From an optimization exercise on the open Yosys and OpenROAD flow, aimed at small area and a short achievable clock period; shortcuts taken in it are not production practice.
Function was checked by simulation only, so behaviour that the tests miss may differ from the original.
The flow treats the clock pin as an ideal source. Dropping or thinning the clock tree relies on that and would not hold on a real chip.
Power is estimated from default activity; no workload was simulated.

Design debug_top, start of the top module:
module debug_top #(
	parameter int ADDR_W = 6
) (
	input wire logic clk,
	input wire logic reset_i,
	input wire logic tck_i,
	input wire logic tms_i,
	input wire logic tdi_i,
	output logic tdo_o,
	input wire logic rx_bit_i,
	input wire logic rx_valid_i,
	input wire dbg_pkg::sample_t sample_i,
	input wire logic sample_valid_i
);
Size: about 1800 cells after synthesis, ~770 flip-flops, ~17 I/O pins, roughly 30000 um^2 of cells after synthesis.
export LEC_CHECK = 0
export CAP_MARGIN = 20
export CORE_MARGIN = 2
export CORE_UTILIZATION = 60
export CTS_BUF_LIST = sky130_fd_sc_hd__clkbuf_16
export CTS_CLUSTER_DIAMETER = 80
export CTS_CLUSTER_SIZE = 25
export SETUP_SLACK_MARGIN = 3.8
export SLEW_MARGIN = 20
create_clock -name core_clock -period 6.0 [get_ports {clk}]
standard.sh (not shown) runs the stock make flow with config.mk's settings and CLKGATE_MAP_FILE= SYNTH_SCRIPT=/design/flow/synth_recipe.tcl, a recipe that flattens the netlist after the stock synthesis.
==> flow/flow/run.sh <==
#!/bin/bash
# Layout flow: the standard flow (standard.sh, unchanged synthesis),
# except that clock tree synthesis builds a two-level tree (flow/mytree.tcl):
# the clock port feeds 4 root clkbuf_16, each driving the clkbuf_16 leaf
# buffers of one quadrant; each leaf drives a cluster of about 24 flip-flops.
# The rest of ORFS's CTS step (placement legalisation, setup/hold repair)
# runs as usual. Each step's make output is logged in this folder; ORFS's
# own per-tool logs are under orfs/logs.
set -euo pipefail
here=$(pwd)

bash standard.sh place > std_1_place.log 2>&1

# ORFS scripts with cts.tcl's clock_tree_synthesis call replaced
mkdir -p scripts_cts
cp -r "$FLOW_HOME"/scripts/. scripts_cts/
sed -i "s#^log_cmd clock_tree_synthesis {\*}\$cts_args#source $here/flow/mytree.tcl; build_clock_tree 24 4; set_propagated_clock [all_clocks]#" scripts_cts/cts.tcl
grep -q "build_clock_tree 24 4" scripts_cts/cts.tcl
bash standard.sh SCRIPTS_DIR="$here/scripts_cts" cts > std_2_cts.log 2>&1

bash standard.sh finish > std_3_finish.log 2>&1
Other scripts of this flow, unchanged in this note and not shown: flow/flow/mytree.tcl
The starting point produced a clean layout.
Change:
SETUP_SLACK_MARGIN = 3.9   (was 3.8)
Result: Final cell count came out higher by 0.81%. Wire length came out higher by 0.99%. Cell area came out higher by 0.88%. Setup slack gets better by 0.036 ns. Power is about the same. Utilization came out higher by 0.57 points. Sequential power is about the same. Synthesized cell count is unchanged. Critical path depth came out lower by 5.
In every run of this note, the design's own scripts or RTL, not TritonCTS, make the clock network.


== east ==
debug_top, a different RTL version from the one above (not shown whole).
Size in the first run: about 1900 cells after synthesis, about 17 I/O pins, roughly 30000 um2 of cells after synthesis.
Settings: LEC_CHECK=0, CAP_MARGIN=20, CORE_MARGIN=2, CORE_UTILIZATION=60, CTS_BUF_LIST=sky130_fd_sc_hd__clkbuf_16, CTS_CLUSTER_DIAMETER=80, CTS_CLUSTER_SIZE=25, SETUP_SLACK_MARGIN=3.75, SLEW_MARGIN=20; clock period 6.0 ns.
run.sh (not shown) runs the stock make flow with config.mk's settings and CLKGATE_MAP_FILE= SYNTH_SCRIPT=/design/flow/synth_recipe.tcl, a recipe that flattens the netlist after the stock synthesis.
Stock flow here: none of the scripts above is used.
east went all the way through the flow, and no timing, DRC or antenna check failed.
> inputs changed (east -> south)
- SETUP_SLACK_MARGIN: 3.75 -> 3.9
Findings:
A origin of the worst setup path of wr_ptr_q[0] is what east shows, while tdo_o belongs to south. Against east, south comes in 1.3 points higher on non-clock buffer share of cell area. Diff east..south | complex-gate fraction of the synthesized area | unchanged. Number of max-cap violations: south vs east identical. The flip-flop and latch power was comparable across east and south. [compare] base=east new=south: total stage count of the critical path now sits lower, final wirelength went up 3.4%.


v20:
debug_top, a different RTL version from the one above (not shown whole).
Size: ~770 flip-flops, roughly 17 I/O pins, about 0.030 sq mm of cells after synthesis.
clock: 6.0 ns
lec_check: 0
cap_margin: 20
core_margin: 2
core_utilization: 60
cts_buf_list: sky130_fd_sc_hd__clkbuf_16
cts_cluster_diameter: 80
cts_cluster_size: 25
setup_slack_margin: 4.05
slew_margin: 20
standard.sh (not shown) runs the stock make flow with config.mk's settings and CLKGATE_MAP_FILE= SYNTH_SCRIPT=/design/flow/synth_recipe.tcl, a recipe that flattens the netlist after the stock synthesis.
Scripts as last shown in full above: flow/flow/run.sh
Other scripts of this flow, unchanged in this note and not shown: flow/flow/mytree.tcl
v20 finished end to end and its layout was clean on timing, DRC and antenna.
Inputs modified between v20 and v52:
Settings: SETUP_SLACK_MARGIN: 4.05 -> 3.9.
==> comparison <==
The worst setup slack in v52 sits 0.0071 ns above the value recorded for v20.
Against v20, v52 reports a cell area that is lower.
Higher sequential portion of the cell area goes to v52 over v20.
The reported net switching power of v52 was superior to that of v20.
NOTE total met3 wirelength after detailed routing v20->v52 decreased slightly
Worst hold slack is higher on v52
Diff v52..v20 | count of boundary I/O pins | unchanged
Of v52 and v20, it is v52 that has the higher proportion of cell area occupied by multi-input gates.
The buffer count from post-CTS setup fixing in v20 is 1.8 times that in v52.
Footprint of the multi-input gates (higher): v20
Summary of the comparison: critical path depth is lower in v52, relative to v20.
Changes in v42 relative to v52:
Settings: CORE_UTILIZATION changed from 60 to 66.
Findings:
- On overall power consumption, v52 tracks v42 almost exactly.
- There was hardly any difference in sequential fraction of total cell area between v42 and v52.
- Part of the total power dissipated in sequential elements: v52 and v42 compared, higher one is v42
- Taking v52 as the reference, in v42 die area now sits lower, leakage power summed over all cells now sits higher, wire length of the first global-routing pass saw a decrease.
- | final cycle utilization of the critical path | v42 vs v52 | ≈ equal |
- Multi-input combinational area share of v52 is on par with v42.
- v42: proportion of layout cells with a drive suffix above 1 is 0.51 points lower than what v52 reported.
- Compare v52 and v42 | highest ir drop seen on vdd lower: v52
- Summary: with v52 as the reference, quantity of gates resized following cts in v42 moved down by a few percent.
No run of this note takes its clock network from TritonCTS; it comes from the design's own scripts or RTL.


debug_top, a different RTL version from the one above (not shown whole).
Size in the first run: roughly 1900 cells after synthesis, roughly 720 flip-flops, ~17 I/O pins, roughly 29000 sq um of cells after synthesis.
export LEC_CHECK = 0
export CAP_MARGIN = 20
export CORE_MARGIN = 2
export CORE_UTILIZATION = 60
export CTS_BUF_LIST = sky130_fd_sc_hd__clkbuf_16
export CTS_CLUSTER_DIAMETER = 80
export CTS_CLUSTER_SIZE = 25
export SETUP_SLACK_MARGIN = 3.9
export SLEW_MARGIN = 20
create_clock -name core_clock -period 6.0 [get_ports {clk}]
==> flow/flow/run.sh <==
#!/bin/bash
# Standard layout (the standard.sh, unchanged synthesis), with clock tree
# synthesis run without dummy balancing loads. ORFS logs stay under orfs/logs;
# the make output goes to standard.log.
set -euo pipefail
bash standard.sh \
	CTS_ARGS="-sink_clustering_enable -repair_clock_nets -sink_clustering_size 25 -sink_clustering_max_diameter 80 -buf_list sky130_fd_sc_hd__clkbuf_16 -dont_use_dummy_load" \
	finish > standard.log 2>&1
Next try:
==> flow/run.sh (new file) <==
#!/bin/bash
# synth_recipe.tcl (not shown) runs the flow's synth.tcl, then flattens the netlist and writes it again
# the make line also repeats each setting of config.mk as NAME=value (left out here)
make -C /OpenROAD-flow-scripts/flow DESIGN_CONFIG=/design/flow/config.mk WORK_HOME=/design/flow/orfs CLKGATE_MAP_FILE= SYNTH_SCRIPT=/design/flow/synth_recipe.tcl finish
CORE_UTILIZATION = 50   (was 60)
removed: flow/flow/run.sh
removed: flow/standard.sh
Effect: Non-clock buffer count is unchanged. Wire length climbs by 2.0%. Clock power is higher by 16%. First-iteration DRC count goes down by 3.6%.
Next try:
CORE_UTILIZATION = 65   (was 50)
Outcome: Cell count drops by 5.9%. Routed wire length climbs by 1.5%. Count of clock-buffer cells in the layout drops by 8.
Next try:
CORE_UTILIZATION = 60   (was 65)
SETUP_SLACK_MARGIN = 3.7   (was 3.9)
Non-clock buffer count decreases by 39.
Power grows by about 2%.
Utilization went down by 8.0 points.
Next try:
CTS_BUF_LIST = sky130_fd_sc_hd__clkbuf_8   (was sky130_fd_sc_hd__clkbuf_16)
CTS_CLUSTER_DIAMETER = 60   (was 80)
CTS_CLUSTER_SIZE = 16   (was 25)
After rerunning:
- The changed run produced a clean layout
- register-to-register slack is better by 60 ps
- die area is unchanged
- power goes down by about 3.6%
- clock skew goes up by 6.0 ps
- via count is about the same
- utilization hardly moves
- clock power goes down by 11%


Starting RTL as in the previous note.
Design debug_top, start of the top module:
module debug_top #(
	parameter int ADDR_W = 6
) (
	input wire logic clk,
	input wire logic reset_i,
	input wire logic tck_i,
	input wire logic tms_i,
	input wire logic tdi_i,
	output logic tdo_o,
	input wire logic rx_bit_i,
	input wire logic rx_valid_i,
	input wire dbg_pkg::sample_t sample_i,
	input wire logic sample_valid_i
);
export LEC_CHECK = 0
export CAP_MARGIN = 20
export CORE_MARGIN = 2
export CORE_UTILIZATION = 60
export CTS_BUF_LIST = sky130_fd_sc_hd__clkbuf_16
export CTS_CLUSTER_DIAMETER = 70
export CTS_CLUSTER_SIZE = 20
export SETUP_SLACK_MARGIN = 4.0
export SLEW_MARGIN = 20
create_clock -name core_clock -period 6.0 [get_ports {clk}]
run.sh (not shown) runs the stock make flow with config.mk's settings and CLKGATE_MAP_FILE= SYNTH_SCRIPT=/design/flow/synth_recipe.tcl, a recipe that flattens the netlist after the stock synthesis.
Stock flow here: none of the scripts above is used.
Rerun with:
CTS_BUF_LIST = unset   (was sky130_fd_sc_hd__clkbuf_16)
CTS_CLUSTER_DIAMETER = unset   (was 70)
CTS_CLUSTER_SIZE = unset   (was 20)
SETUP_SLACK_MARGIN = 3.7   (was 4.0)
After rerunning: Power goes up by 15%. Setup slack got worse by 0.12 ns. Die area is unchanged. Register-to-register slack got worse by 0.12 ns.
Rerun with:
CORE_UTILIZATION = 70   (was 60)
CTS_BUF_LIST = sky130_fd_sc_hd__clkbuf_16   (was unset)
CTS_CLUSTER_DIAMETER = 80   (was unset)
CTS_CLUSTER_SIZE = 25   (was unset)
SETUP_SLACK_MARGIN = 4.1   (was 3.7)
The new run completed with no timing, DRC or antenna violations.
Cell count decreases by 3.3%.
Global-route usage increases by 5.9 points.
Total power falls by 16%.
Worst setup slack loses 0.064 ns.
Rerun with:
CORE_UTILIZATION = 60   (was 70)
SETUP_SLACK_MARGIN = 3.9   (was 4.1)
=> Sequential power barely changes; synthesized cell count does not change; first-iteration DRC count shrinks by 32%; routed wire length shrinks by 12%; final cell count hardly moves; utilization shrinks by 15 points; design area shrinks by about 3.4%.

[afterwards: timing with drivers on the ports]
Ports are ideal in the flow. The routed layouts listed here were re-timed in OpenROAD. Step 1: set_driving_cell puts a clkbuf_16 on clk and a buf_2 on each other input, an assumption about the parent block. Step 2 also shifts input and output timing later by t, the mid clock arrival at the registers, as if the neighbouring blocks saw the same clock. Three values: ideal ports, drivers, drivers and shift; two values: the first two.
run	t (ns)	slack for setup (ns)	hold slack, ns
the first run of note 1	0.511	3.840 / 3.789 / 3.436	0.377 / 0.377 / 0.377
the second run of note 1	0.508	3.876 / 3.751 / 3.603	0.382 / 0.382 / 0.382
east	0.641	3.629 / 3.629 / 3.154	0.374 / 0.374 / 0.374
south	0.644	3.769 / 3.711 / 3.216	0.390 / 0.390 / 0.390
v20	0.506	3.931 / 3.852 / 3.755	0.380 / 0.380 / 0.380
v52	0.507	3.938 / 3.868 / 3.625	0.409 / 0.409 / 0.409
v42	0.492	3.932 / 3.864 / 3.694	0.415 / 0.415 / 0.415
the first run of note 4	0.638	3.633 / 3.633 / 3.149	0.409 / 0.409 / 0.409
the second run of note 4	0.647	3.549 / 3.549 / 3.103	0.411 / 0.411 / 0.411
the third run of note 4	0.638	3.653 / 3.653 / 3.214	0.411 / 0.411 / 0.411
the fourth run of note 4	0.639	3.433 / 3.433 / 3.170	0.416 / 0.416 / 0.416
the fifth run of note 4	0.752	3.490 / 3.490 / 3.043	0.416 / 0.416 / 0.416
the first run of note 5	0.658	3.668 / 3.668 / 3.188	0.410 / 0.410 / 0.410
the second run of note 5	0.655	3.552 / 3.552 / 3.104	0.411 / 0.411 / 0.411
the third run of note 5	0.639	3.489 / 3.489 / 3.057	0.409 / 0.409 / 0.409
the fourth run of note 5	0.655	3.679 / 3.679 / 3.193	0.411 / 0.411 / 0.411
After both steps every run listed still meets setup and hold. For south, which loses most, drivers alone change the setup slack by -0.058 ns; drivers and shift together by -0.553 ns.
